Source: an optimization exercise on an open RTL-to-GDS flow (aim: small area, a short achievable clock period and few clock cycles per item). Production flows keep margins and buffers that such runs may drop. The RTL was checked by simulation tests, not by an equivalence proof against the original design.

**run.sh**
```bash
#!/bin/bash
# synth_recipe.tcl (not shown) runs the flow's synth.tcl, then flattens the netlist and writes it again
# the make line also repeats each setting of config.mk as NAME=value (left out here)
make -C /OpenROAD-flow-scripts/flow DESIGN_CONFIG=/design/flow/config.mk WORK_HOME=/design/flow/orfs CLKGATE_MAP_FILE= SYNTH_SCRIPT=/design/flow/synth_recipe.tcl finish
```
**constraint.sdc**
```tcl
create_clock -name core_clock -period 10.0 [get_ports {clock}]
set_input_delay 2.0000 -clock core_clock [delete_from_list [all_inputs] [get_ports {clock}]]
set_output_delay 2.0000 -clock core_clock [all_outputs]
set_load 0.01 [all_outputs]
```
**design.v**
```verilog
package edf_pkg;
   localparam int BUFFER_DEPTH = 64;
   localparam int IDX_W        = 6;
   localparam int CNT_W        = 7;
   localparam int KEY_W        = 17;    
   localparam logic OP_ARRIVAL = 1'b0;
   localparam logic OP_TICK    = 1'b1;
   localparam logic REG_CAPACITY = 1'b0;
   localparam logic [6:0] CAPACITY_RESET = 7'd4;
endpackage
module edf_cmp #(
   parameter int W = 17
) (
   input  logic [W-1:0] a,
   input  logic [W-1:0] b,
   output logic         lt,
   output logic         eq
);
   assign lt = (a < b);
   assign eq = (a == b);
endmodule
module edf_ctrl (
   input  logic         clock,
   input  logic         reset,
   input  logic         req_valid,
   output logic         req_ready,
   input  logic         req_opcode,
   input  logic [7:0]   req_packet_count,
   input  logic [15:0]  req_packet_slack,
   input  logic [15:0]  req_packet_value,
   input  logic         pop,
   output logic         head_valid,
   output logic         head_op,
   output logic [7:0]   head_cnt,
   output logic [15:0]  head_slk,
   output logic [15:0]  head_val
);
   logic [40:0] q0, q1;
   logic [1:0]  cnt_ff;
   logic        rp_ff, wp_ff;
   logic        push;
   logic [40:0] head;
   assign req_ready  = (cnt_ff != 2'd2);
   assign push       = req_valid && req_ready;
   assign head_valid = (cnt_ff != 2'd0);
   assign head       = rp_ff ? q1 : q0;
   assign head_op    = head[40];
   assign head_cnt   = head[39:32];
   assign head_slk   = head[31:16];
   assign head_val   = head[15:0];
   always_ff @(posedge clock) begin
      if (reset) begin
         cnt_ff <= 2'd0;
         rp_ff  <= 1'b0;
         wp_ff  <= 1'b0;
      end else begin
         cnt_ff <= cnt_ff + {1'b0, push} - {1'b0, pop};
         if (push) wp_ff <= !wp_ff;
         if (pop)  rp_ff <= !rp_ff;
      end
   end
   always_ff @(posedge clock) begin
      if (push && !wp_ff) q0 <= {req_opcode, req_packet_count, req_packet_slack, req_packet_value};
      if (push &&  wp_ff) q1 <= {req_opcode, req_packet_count, req_packet_slack, req_packet_value};
   end
endmodule
module edf_datapath (
   input  logic         clock,
   input  logic         reset,
   input  logic [6:0]   cap_eff,
   input  logic         head_valid,
   input  logic         head_op,
   input  logic [7:0]   head_cnt,
   input  logic [15:0]  head_slk,
   input  logic [15:0]  head_val,
   output logic         pop,
   output logic         rsp_valid,
   input  logic         rsp_ready,
   output logic         rsp_sent,
   output logic [15:0]  rsp_sent_value,
   output logic         rsp_was_empty,
   output logic [6:0]   rsp_fill_level,
   output logic [31:0]  rsp_arrived_total,
   output logic [31:0]  rsp_dropped_total,
   output logic [31:0]  rsp_sent_total,
   output logic [47:0]  rsp_value_total
);
   localparam logic [1:0] X_FIRST = 2'd0;    
   localparam logic [1:0] X_ARR   = 2'd1;    
   localparam logic [1:0] X_TICK  = 2'd2;    
   localparam logic [1:0] S_HOLD  = 2'd0;
   localparam logic [1:0] S_LEFT  = 2'd1;    
   localparam logic [1:0] S_RIGHT = 2'd2;    
   localparam logic [1:0] S_NEW   = 2'd3;
   logic [16:0] ent_d [64];
   logic [15:0] ent_v [64];
   logic [5:0]  ent_p [64];
   logic [6:0]  occ_ff;
   logic [15:0] t_ff;
   logic [1:0]  xst_ff;
   logic [16:0] xsd_ff;
   logic [15:0] xv_ff;
   logic [6:0]  xapp_ff;     
   logic [7:0]  xrep_ff;     
   logic [6:0]  xexp_ff;
   logic        xnz_ff;
   logic        rv_ff;
   logic        rop_ff;
   logic [7:0]  rcnt_ff;
   logic [7:0]  rdrop_ff;
   logic        rsent_ff;
   logic [15:0] rval_ff;
   logic        rempty_ff;
   logic [6:0]  rocc_ff;
   logic        ov_ff;
   logic        osent_ff;
   logic [15:0] oval_ff;
   logic        oempty_ff;
   logic [6:0]  ofill_ff;
   logic [31:0] oarr_ff, odrp_ff, osnt_ff;
   logic [47:0] ovsum_ff;
   logic        r_move, go;
   assign r_move = rv_ff && (!ov_ff || rsp_ready);
   assign go     = !rv_ff || r_move;
   logic        is_first_arr, is_first_tick, in_tick, in_arr;
   logic [7:0]  n_cp;
   logic [6:0]  free_sl, app, end_sl;
   logic [7:0]  r0;
   logic [16:0] sd_bus, sd_first;
   logic [15:0] v_bus;
   logic [16:0] tp1;
   logic        occ_nz, first_lt;
   logic        want_app, want_rep;
   logic        ins_app, ins_rep, rm, expired, wrap;
   logic [6:0]  cur_exp, exp_nx;
   logic        cur_nz, nz_nx;
   logic        emit;
   assign is_first_arr  = (xst_ff == X_FIRST) && head_valid && (head_op == 1'b0);
   assign is_first_tick = (xst_ff == X_FIRST) && head_valid && (head_op == 1'b1);
   assign in_tick       = is_first_tick || (xst_ff == X_TICK);
   assign in_arr        = is_first_arr || (xst_ff == X_ARR);
   assign n_cp     = (head_cnt > 8'(cap_eff)) ? 8'(cap_eff) : head_cnt;
   assign free_sl  = (cap_eff > occ_ff) ? (cap_eff - occ_ff) : 7'd0;
   assign app      = (n_cp > 8'(free_sl)) ? free_sl : n_cp[6:0];
   assign end_sl   = occ_ff + app;
   assign r0       = n_cp - 8'(app);
   assign sd_first = 17'(head_slk) + 17'(t_ff);
   assign sd_bus   = (xst_ff == X_FIRST) ? sd_first : xsd_ff;
   assign v_bus    = (xst_ff == X_FIRST) ? head_val : xv_ff;
   assign tp1      = 17'(t_ff) + 17'd1;
   assign occ_nz   = (occ_ff != 7'd0);
   assign first_lt = (ent_d[0] < sd_bus);
   assign want_app = (xst_ff == X_FIRST) ? (app != 7'd0) : (xapp_ff != 7'd0);
   assign want_rep = !want_app && ((xst_ff == X_FIRST) ? (r0 != 8'd0) : (xrep_ff != 8'd0));
   assign ins_app = go && in_arr && want_app;
   assign ins_rep = go && in_arr && want_rep && occ_nz && first_lt;
   assign rm      = go && in_tick && occ_nz;
   assign expired = (ent_d[0] == 17'(t_ff)) || (ent_d[0] == tp1);
   assign wrap    = rm && !expired && (t_ff == 16'hFFFF);
   assign cur_exp = (xst_ff == X_TICK) ? xexp_ff : 7'd0;
   assign cur_nz  = (xst_ff == X_TICK) ? xnz_ff : 1'b0;
   assign exp_nx  = cur_exp + 7'd1;
   assign nz_nx   = cur_nz || (ent_d[0] == tp1);
   always_comb begin
      emit = 1'b0;
      if (is_first_arr) begin
         emit = 1'b1;
      end else if (in_tick) begin
         if (!occ_nz) emit = 1'b1;
         else if (!expired) emit = 1'b1;
         else if (occ_ff == 7'd1) emit = 1'b1;
      end
   end
   assign pop = go && (xst_ff == X_FIRST) && head_valid;
   logic [64:0] vld;      
   logic [64:0] m0;       
   logic [64:0] cb;       
   logic [63:0] lt_sd, eq_sd, tl;
   logic [5:0]  p_t;
   logic [5:0]  p_new;
   logic [1:0]  src [64];
   always_comb begin
      vld[64] = 1'b0;
      m0[64]  = 1'b0;
      cb[64]  = 1'b0;
      for (int j = 0; j < 64; j++) begin
         vld[j]   = (7'(j) < occ_ff);
         lt_sd[j] = (ent_d[j] < sd_bus);
         eq_sd[j] = (ent_d[j] == sd_bus);
         m0[j]    = vld[j] && (ent_d[j] == ent_d[0]);
      end
      for (int j = 0; j < 64; j++) begin
         tl[j] = m0[j] && !m0[j+1];
      end
      p_t = 6'd0;
      for (int j = 0; j < 64; j++) begin
         p_t = p_t | (tl[j] ? ent_p[j] : 6'd0);
      end
      for (int j = 0; j < 64; j++) begin
         if (want_app) cb[j] = vld[j] && (lt_sd[j] || eq_sd[j]);
         else          cb[j] = vld[j] && (lt_sd[j] || (eq_sd[j] && (ent_p[j] < p_t)));
      end
      p_new = ins_app ? 6'(occ_ff) : p_t;
      for (int j = 0; j < 64; j++) begin
         src[j] = S_HOLD;
         if (rm) begin
            src[j] = S_LEFT;
         end else if (ins_app) begin
            if (cb[j])                          src[j] = S_HOLD;
            else if (j == 0 || cb[(j+63)%64])   src[j] = S_NEW;
            else                                src[j] = S_RIGHT;
         end else if (ins_rep) begin
            if (m0[j+1])                        src[j] = S_HOLD;
            else if (cb[j+1])                   src[j] = S_LEFT;
            else if (cb[j])                     src[j] = S_NEW;
            else                                src[j] = S_HOLD;
         end
      end
   end
   always_ff @(posedge clock) begin
      for (int j = 0; j < 64; j++) begin
         case (src[j])
            S_LEFT: begin
               if (j < 63) begin
                  ent_d[j] <= ent_d[j+1];
                  ent_v[j] <= ent_v[j+1];
                  ent_p[j] <= (rm && ent_p[j+1] > ent_p[0]) ? ent_p[j+1] - 6'd1 : ent_p[j+1];
               end
            end
            S_RIGHT: begin
               if (j > 0) begin
                  ent_d[j] <= ent_d[j-1];
                  ent_v[j] <= ent_v[j-1];
                  ent_p[j] <= ent_p[j-1];
               end
            end
            S_NEW: begin
               ent_d[j] <= sd_bus;
               ent_v[j] <= v_bus;
               ent_p[j] <= p_new;
            end
            default: ;
         endcase
         if (wrap) begin
            ent_d[j][16] <= 1'b0;
         end
      end
   end
   always_ff @(posedge clock) begin
      if (reset) begin
         occ_ff <= 7'd0;
         t_ff   <= 16'd0;
         xst_ff <= X_FIRST;
         rv_ff  <= 1'b0;
      end else begin
         if (r_move) rv_ff <= 1'b0;
         if (go) begin
            if (emit) rv_ff <= 1'b1;
            if (ins_app) occ_ff <= occ_ff + 7'd1;
            if (in_arr) begin
               if (want_app) begin
                  if ((xst_ff == X_FIRST) ? (app != 7'd1 || r0 != 8'd0)
                                          : (xapp_ff != 7'd1 || xrep_ff != 8'd0))
                     xst_ff <= X_ARR;
                  else
                     xst_ff <= X_FIRST;
               end else if (want_rep && ins_rep &&
                            ((xst_ff == X_FIRST) ? (r0 != 8'd1) : (xrep_ff != 8'd1))) begin
                  xst_ff <= X_ARR;
               end else begin
                  xst_ff <= X_FIRST;
               end
            end else if (in_tick) begin
               if (occ_nz) occ_ff <= occ_ff - 7'd1;
               if (occ_nz && !expired) t_ff <= t_ff + 16'd1;
               xst_ff <= emit ? X_FIRST : X_TICK;
            end
         end
      end
   end
   always_ff @(posedge clock) begin
      if (go) begin
         if (is_first_arr) begin
            xsd_ff  <= sd_first;
            xv_ff   <= head_val;
            xapp_ff <= (app != 7'd0) ? app - 7'd1 : 7'd0;
            xrep_ff <= (app != 7'd0) ? r0 : r0 - 8'd1;
         end else if (xst_ff == X_ARR) begin
            if (want_app) xapp_ff <= xapp_ff - 7'd1;
            else          xrep_ff <= xrep_ff - 8'd1;
         end
         if (in_tick) begin
            xexp_ff <= exp_nx;
            xnz_ff  <= nz_nx;
         end
         if (emit) begin
            rcnt_ff   <= head_cnt;
            rsent_ff  <= 1'b0;
            rval_ff   <= ent_v[0];
            rempty_ff <= 1'b0;
            if (is_first_arr) begin
               rop_ff   <= 1'b0;
               rdrop_ff <= head_cnt - 8'(app);
               rocc_ff  <= end_sl;
            end else begin
               rop_ff   <= 1'b1;
               rocc_ff  <= occ_nz ? occ_ff - 7'd1 : 7'd0;
               if (!occ_nz) begin
                  rdrop_ff  <= 8'(cur_exp);
                  rempty_ff <= !cur_nz;
               end else if (expired) begin
                  rdrop_ff  <= 8'(exp_nx);
                  rempty_ff <= !nz_nx;
               end else begin
                  rdrop_ff  <= 8'(cur_exp);
                  rsent_ff  <= 1'b1;
               end
            end
         end
      end
   end
   function automatic logic [31:0] sat32(input logic [31:0] a, input logic [31:0] b);
      logic [32:0] s;
      s = {1'b0, a} + {1'b0, b};
      sat32 = s[32] ? 32'hFFFF_FFFF : s[31:0];
   endfunction
   function automatic logic [47:0] sat48(input logic [47:0] a, input logic [47:0] b);
      logic [48:0] s;
      s = {1'b0, a} + {1'b0, b};
      sat48 = s[48] ? 48'hFFFF_FFFF_FFFF : s[47:0];
   endfunction
   always_ff @(posedge clock) begin
      if (reset) begin
         ov_ff    <= 1'b0;
         oarr_ff  <= 32'd0;
         odrp_ff  <= 32'd0;
         osnt_ff  <= 32'd0;
         ovsum_ff <= 48'd0;
      end else begin
         if (ov_ff && rsp_ready) ov_ff <= 1'b0;
         if (r_move) begin
            ov_ff    <= 1'b1;
            oarr_ff  <= sat32(oarr_ff, rop_ff ? 32'd0 : 32'(rcnt_ff));
            odrp_ff  <= sat32(odrp_ff, 32'(rdrop_ff));
            osnt_ff  <= sat32(osnt_ff, 32'(rsent_ff));
            ovsum_ff <= sat48(ovsum_ff, rsent_ff ? 48'(rval_ff) : 48'd0);
         end
      end
   end
   always_ff @(posedge clock) begin
      if (r_move) begin
         osent_ff  <= rsent_ff;
         oval_ff   <= rsent_ff ? rval_ff : 16'd0;
         oempty_ff <= rempty_ff;
         ofill_ff  <= rocc_ff;
      end
   end
   assign rsp_valid         = ov_ff;
   assign rsp_sent          = osent_ff;
   assign rsp_sent_value    = oval_ff;
   assign rsp_was_empty     = oempty_ff;
   assign rsp_fill_level    = ofill_ff;
   assign rsp_arrived_total = oarr_ff;
   assign rsp_dropped_total = odrp_ff;
   assign rsp_sent_total    = osnt_ff;
   assign rsp_value_total   = ovsum_ff;
endmodule
module edf_packet_buffer_scheduler (
   input  logic         clock,
   input  logic         reset,
   input  logic         req_valid,
   output logic         req_ready,
   input  logic         req_opcode,
   input  logic [7:0]   req_packet_count,
   input  logic [15:0]  req_packet_slack,
   input  logic [15:0]  req_packet_value,
   output logic         rsp_valid,
   input  logic         rsp_ready,
   output logic         rsp_sent,
   output logic [15:0]  rsp_sent_value,
   output logic         rsp_was_empty,
   output logic [6:0]   rsp_fill_level,
   output logic [31:0]  rsp_arrived_total,
   output logic [31:0]  rsp_dropped_total,
   output logic [31:0]  rsp_sent_total,
   output logic [47:0]  rsp_value_total,
   input  logic         psel,
   input  logic         penable,
   input  logic         pwrite,
   input  logic [2:0]   paddr,
   input  logic [31:0]  pwdata,
   output logic [31:0]  prdata,
   output logic         pready
);
   logic [6:0]  cap_ff;
   logic [6:0]  cap_eff;
   logic        pop;
   logic        head_valid, head_op;
   logic [7:0]  head_cnt;
   logic [15:0] head_slk, head_val;
   assign pready = 1'b1;
   always_ff @(posedge clock) begin
      if (reset) begin
         cap_ff <= edf_pkg::CAPACITY_RESET;
      end else if (psel && penable && pwrite && paddr[2] == edf_pkg::REG_CAPACITY) begin
         cap_ff <= pwdata[6:0];
      end
   end
   assign prdata  = (paddr[2] == edf_pkg::REG_CAPACITY) ? {25'd0, cap_ff} : 32'd0;
   assign cap_eff = (cap_ff > 7'd64) ? 7'd64 : cap_ff;
   edf_ctrl u_ctrl (
      .clock            (clock),
      .reset            (reset),
      .req_valid        (req_valid),
      .req_ready        (req_ready),
      .req_opcode       (req_opcode),
      .req_packet_count (req_packet_count),
      .req_packet_slack (req_packet_slack),
      .req_packet_value (req_packet_value),
      .pop              (pop),
      .head_valid       (head_valid),
      .head_op          (head_op),
      .head_cnt         (head_cnt),
      .head_slk         (head_slk),
      .head_val         (head_val)
   );
   edf_datapath u_dp (
      .clock             (clock),
      .reset             (reset),
      .cap_eff           (cap_eff),
      .head_valid        (head_valid),
      .head_op           (head_op),
      .head_cnt          (head_cnt),
      .head_slk          (head_slk),
      .head_val          (head_val),
      .pop               (pop),
      .rsp_valid         (rsp_valid),
      .rsp_ready         (rsp_ready),
      .rsp_sent          (rsp_sent),
      .rsp_sent_value    (rsp_sent_value),
      .rsp_was_empty     (rsp_was_empty),
      .rsp_fill_level    (rsp_fill_level),
      .rsp_arrived_total (rsp_arrived_total),
      .rsp_dropped_total (rsp_dropped_total),
      .rsp_sent_total    (rsp_sent_total),
      .rsp_value_total   (rsp_value_total)
   );
endmodule
```
**config.mk**
```make
export PLATFORM = sky130hd
export DESIGN_NAME = edf_packet_buffer_scheduler
export DESIGN_NICKNAME = edf_packet_buffer_scheduler
export VERILOG_FILES = /design/flow/design.v
export SDC_FILE = /design/flow/constraint.sdc
export NUM_CORES = 4
export LEC_CHECK = 0
export CAP_MARGIN = 20
export CORE_MARGIN = 2
export CORE_UTILIZATION = 45
export PLACE_DENSITY = 0.6
export SLEW_MARGIN = 20
```
==> summary.txt <==
## how the worst min path moves through the flow
stage	endpoint	cells past startpoint
2_1_floorplan	u_dp.oempty_ff$_DFFE_PP_	0
3_3_place_gp	u_dp.ofill_ff[6]$_DFFE_PP_	0
3_5_place_dp	u_dp.ofill_ff[5]$_DFFE_PP_	0
4_1_cts	u_dp.ofill_ff[5]$_DFFE_PP_	0
5_1_grt	u_dp.ofill_ff[4]$_DFFE_PP_	0
6_report	u_dp.ofill_ff[5]$_DFFE_PP_	0
## logic make-up after synthesis
group	share of synthesized area, %
AO/OA/AOI/OAI	13.7
other	0.00356
adder cells (fa/ha/maj)	11.4
buffers and inverters	3.97
XOR/XNOR	6.70
multiplexers	12.6
flip-flops	39.8
AND/OR/NAND/NOR	11.8
## flip-flops by register name, indices dropped and copies added, names as in the netlist, 17 cells and up
register       flops
u_dp.ent_d      1088
u_dp.ent_v      1024
u_dp.ent_p       384
u_dp.ovsum_ff     48
u_ctrl.q0         41
u_ctrl.q1         41
u_dp.oarr_ff      32
u_dp.odrp_ff      32
u_dp.osnt_ff      32
u_dp.xsd_ff       17
## final cells by class
type | count | area share (%)
multi-input combinational | 16500 | 50.3
sequential | 2883 | 35.1
timing repair buffer | 1281 | 5.56
tap | 6198 | 3.24
antenna | 51 | 0.0533
inverter | 518 | 0.831
clock inverter | 167 | 0.866
clock buffer | 479 | 4.02
## stage by stage
stage | setup slack [ns] | instance area, um^2 | std cells | hold WS (ns) | TNS (ns)
final | 0.445 | 240000 | 28000 | 0.420 | 0
after global routing | 0.0286 | 240000 | 28000 | 0.431 | 0
after CTS | 0.597 | 239000 | 28000 | 0.426 | 0
after detailed placement | 0.685 | 228000 | 27300 | 0.409 | 0
after global placement | 0.725 | 228000 | 27300 | 0.406 | 0
after floorplan | -0.209 | 211000 | 21200 | 0.400 | -47.52
## layer usage
| metal | vias up | GRT usage (%) |
|---|---|---|
| li1 | 78700 | - |
| met1 | 90600 | 55.1 |
| met2 | 12200 | 54.1 |
| met3 | 2433 | 11.0 |
| met4 | 51 | 20.9 |
| met5 | - | 0.286 |
## cells in the mapped netlist, drive strengths merged, types with 176 or more instances
master / instances
edfxtp: 2637
mux2i: 2435
a21oi: 1928
ha: 1892
nand2: 1684
nor2: 1654
o21ai: 1635
xnor2: 810
xor2: 805
clkbuf: 760
buf: 595
inv: 513
nand4: 411
a21o: 380
nand3: 305
nor2b: 260
dfxtp: 246
nor4: 234
o21a: 203
nor3: 198
nand2b: 176
## what timing repair did
| action | CTS | global route |
|---|---|---|
| gates resized for setup | 0 | 3 |
| endpoints found under the setup margin | 0 | 268 |
| hold endpoints to repair | 0 | 0 |
==> qor.yml <==
floorplan:
  rows: 251
  die_w_um: 689
  die_area_mm2: 0.475
  fp.dieH_um: 689
  start_util_pct: 45.2
  coreArea_mm2: 0.467
  num_io_pins: 287
layout:
  finish.utilization_pct: 51.3
  fill_cells: 42800
  multi_input_area_mm2: 0.121
  syn2layout_area_growth_pct: 13.5
  final-seq-area_mm2: 0.0841
  nets: 23500
  final_cell_mix: "2637 x edfxtp_1, 2425 x mux2i_1, 1892 x ha_1, 1887 x a21oi_1, 1670 x nand2_1"
  mostFrequentLayoutCell: "edfxtp_1"
  drive_gt1_share_pct: 9.31
worst_setup_path:
  crit_path_end_kind: "flip-flop"
  worst_setup_path_start_kind: "flip-flop"
  crit_end: "u_dp.ent_v[59][10]$_DFFE_PP_"
  crit_family: "compound AO/OA/AOI/OAI gates"
  path_common_cell: "a21oi_1"
  critPathRequiredTime_ns: 10.73
  cpMaxStageDelayCell: "dfxtp_1"
  reg2reg_from: "u_dp.occ_ff[1]$_SDFFE_PP0N_"
  worst-path-buf-inv: 3
  rr_worst_depth: 20
  crit_cells: 20
  critPathMaxFanout: 44
  startpoint: "u_dp.occ_ff[1]$_SDFFE_PP0N_"
  r2r_end: "u_dp.ent_v[59][10]$_DFFE_PP_"
  cp_cell_sequence: "buf_4 > and4_1 > a21oi_1 > or4_1 > o2111a_1 > a22o_1 > a221oi_1 > nand4_1 > nor4_4 > buf_12 > ha_1 > a21o_1 > a21o_1 > a21oi_1 > o21bai_1 > a2111o_1 > and2_1 > o41ai_4 > buf_4 > a21oi_1"
  path_class: "reg -> reg"
  critPathMaxStageDelay_ns: 0.85
  r2r_slack_ns: 0.45
  critPathArrivalTime_ns: 10.29
yosys:
  synth_area_leader_cell: "edfxtp_1"
  yosysUniqueCellTypes: 118
  syn_area_per_cell_um2: 9.97
  synth_seq_cells: 2883
  netlist_instances: 21200
  synth_top_area_share_pct: 37.5
  seq_area_frac_synth_pct: 39.8
  yosysWarnings: 7
  ys_async_sr_fraction_pct: 0
  synth_area_mm2: 0.211
  synth_area_leaders: "edfxtp_1 37%, mux2i_1 12%, ha_1 11%"
  synth-main-ff-cell: "edfxtp_1"
  synth_edf_count: 2637
timing:
  maxSlewViolCount: 0
  worst_pin_slew_ns: 1.25
  fin_skew_ns: 0.0766
  fmax_mhz: 105
  rsz0062_at_grt: "no"
  maxSlewHeadroom_pct: 16.9
  hold_viol_final: 0
  period_needed_ns: 9.55
  fin_crit_sh_pct: 95.5
  setup_violations: 0
drt:
  wl_met3_um: 122000
  wl_um: 965000
  first_pass_iters: 7
  wl_met1_um: 398000
  wl_per_cell_um: 34.4
  drt_iter0_markers: 26500
  vias_per_cell: 6.56
  dr_wl_met2_um: 383000
  drcViolationCount: 0
  ant_nets: 0
  top_layer_used: "met5"
  dr_total_vias: 184000
global_route:
  track_usage_pct: 39.2
  antenna_found_initial: 80
  grt_pass1_vias: 169000
  grt_max_degree: 101
  grt_overflow_total: 0
  grt_pass1_wl_um: 1330000
worst_hold_path:
  holdCritStartpoint: "u_dp.rocc_ff[5]$_DFFE_PP_"
  min_path_type: "reg -> reg"
cts:
  htree_levels: 5
  clock-sinks: 2883
  cts-root-buf: "clkbuf_16"
  clkSlewWorstSetupHoldPaths_ns: 0.07
  cts_buffer_depth: 4
  cts_setup_buffers: 0
  cts_made_buffers: 349
  tritoncts: "yes"
  holdBufCountCts: 0
  clock_insertion_delay_worst_skew_ns: 1.06
place:
  gp_congestion: 1.05
  port_buffers: 233
  dp_hpwl_um: 719000
run:
  max-cap-violations: 0
outcome:
  run_status: "timing/DRC/antenna clean"
Testbench counts, summed over its fixed seeds: cycles 5,663, items 3,200.

[separate check: timing with driven ports]
The flow's constraints put no driver on any port. The routed layout listed below was extracted and timed again, unchanged, in two steps. Step 1 (the two cells are an assumption about what drives the block):
set clk [get_ports {clock}]
set_driving_cell -lib_cell sky130_fd_sc_hd__clkbuf_16 $clk
set_driving_cell -lib_cell sky130_fd_sc_hd__buf_2 [delete_from_list [all_inputs] $clk]
Step 2 adds t to the input delays and takes it off the output delays; t is the mean of the earliest and latest rising clock arrival at the registers after step 1. Input paths then give back, and output paths get back, about the clock's delay inside the block. Slacks: ideal / step 1 / step 2; pairs: ideal / step 1.
t (ns): 1.159
setup WS [ns]: 0.445 / 0.445 / 0.445
latest minus earliest clock arrival (ns): 0.077 / 0.077
cell pins on the clock port's net: 1
After both steps setup and hold are still met in this run. The setup slack of this run moves by 0.000 ns with the drivers and by 0.000 ns with both steps.
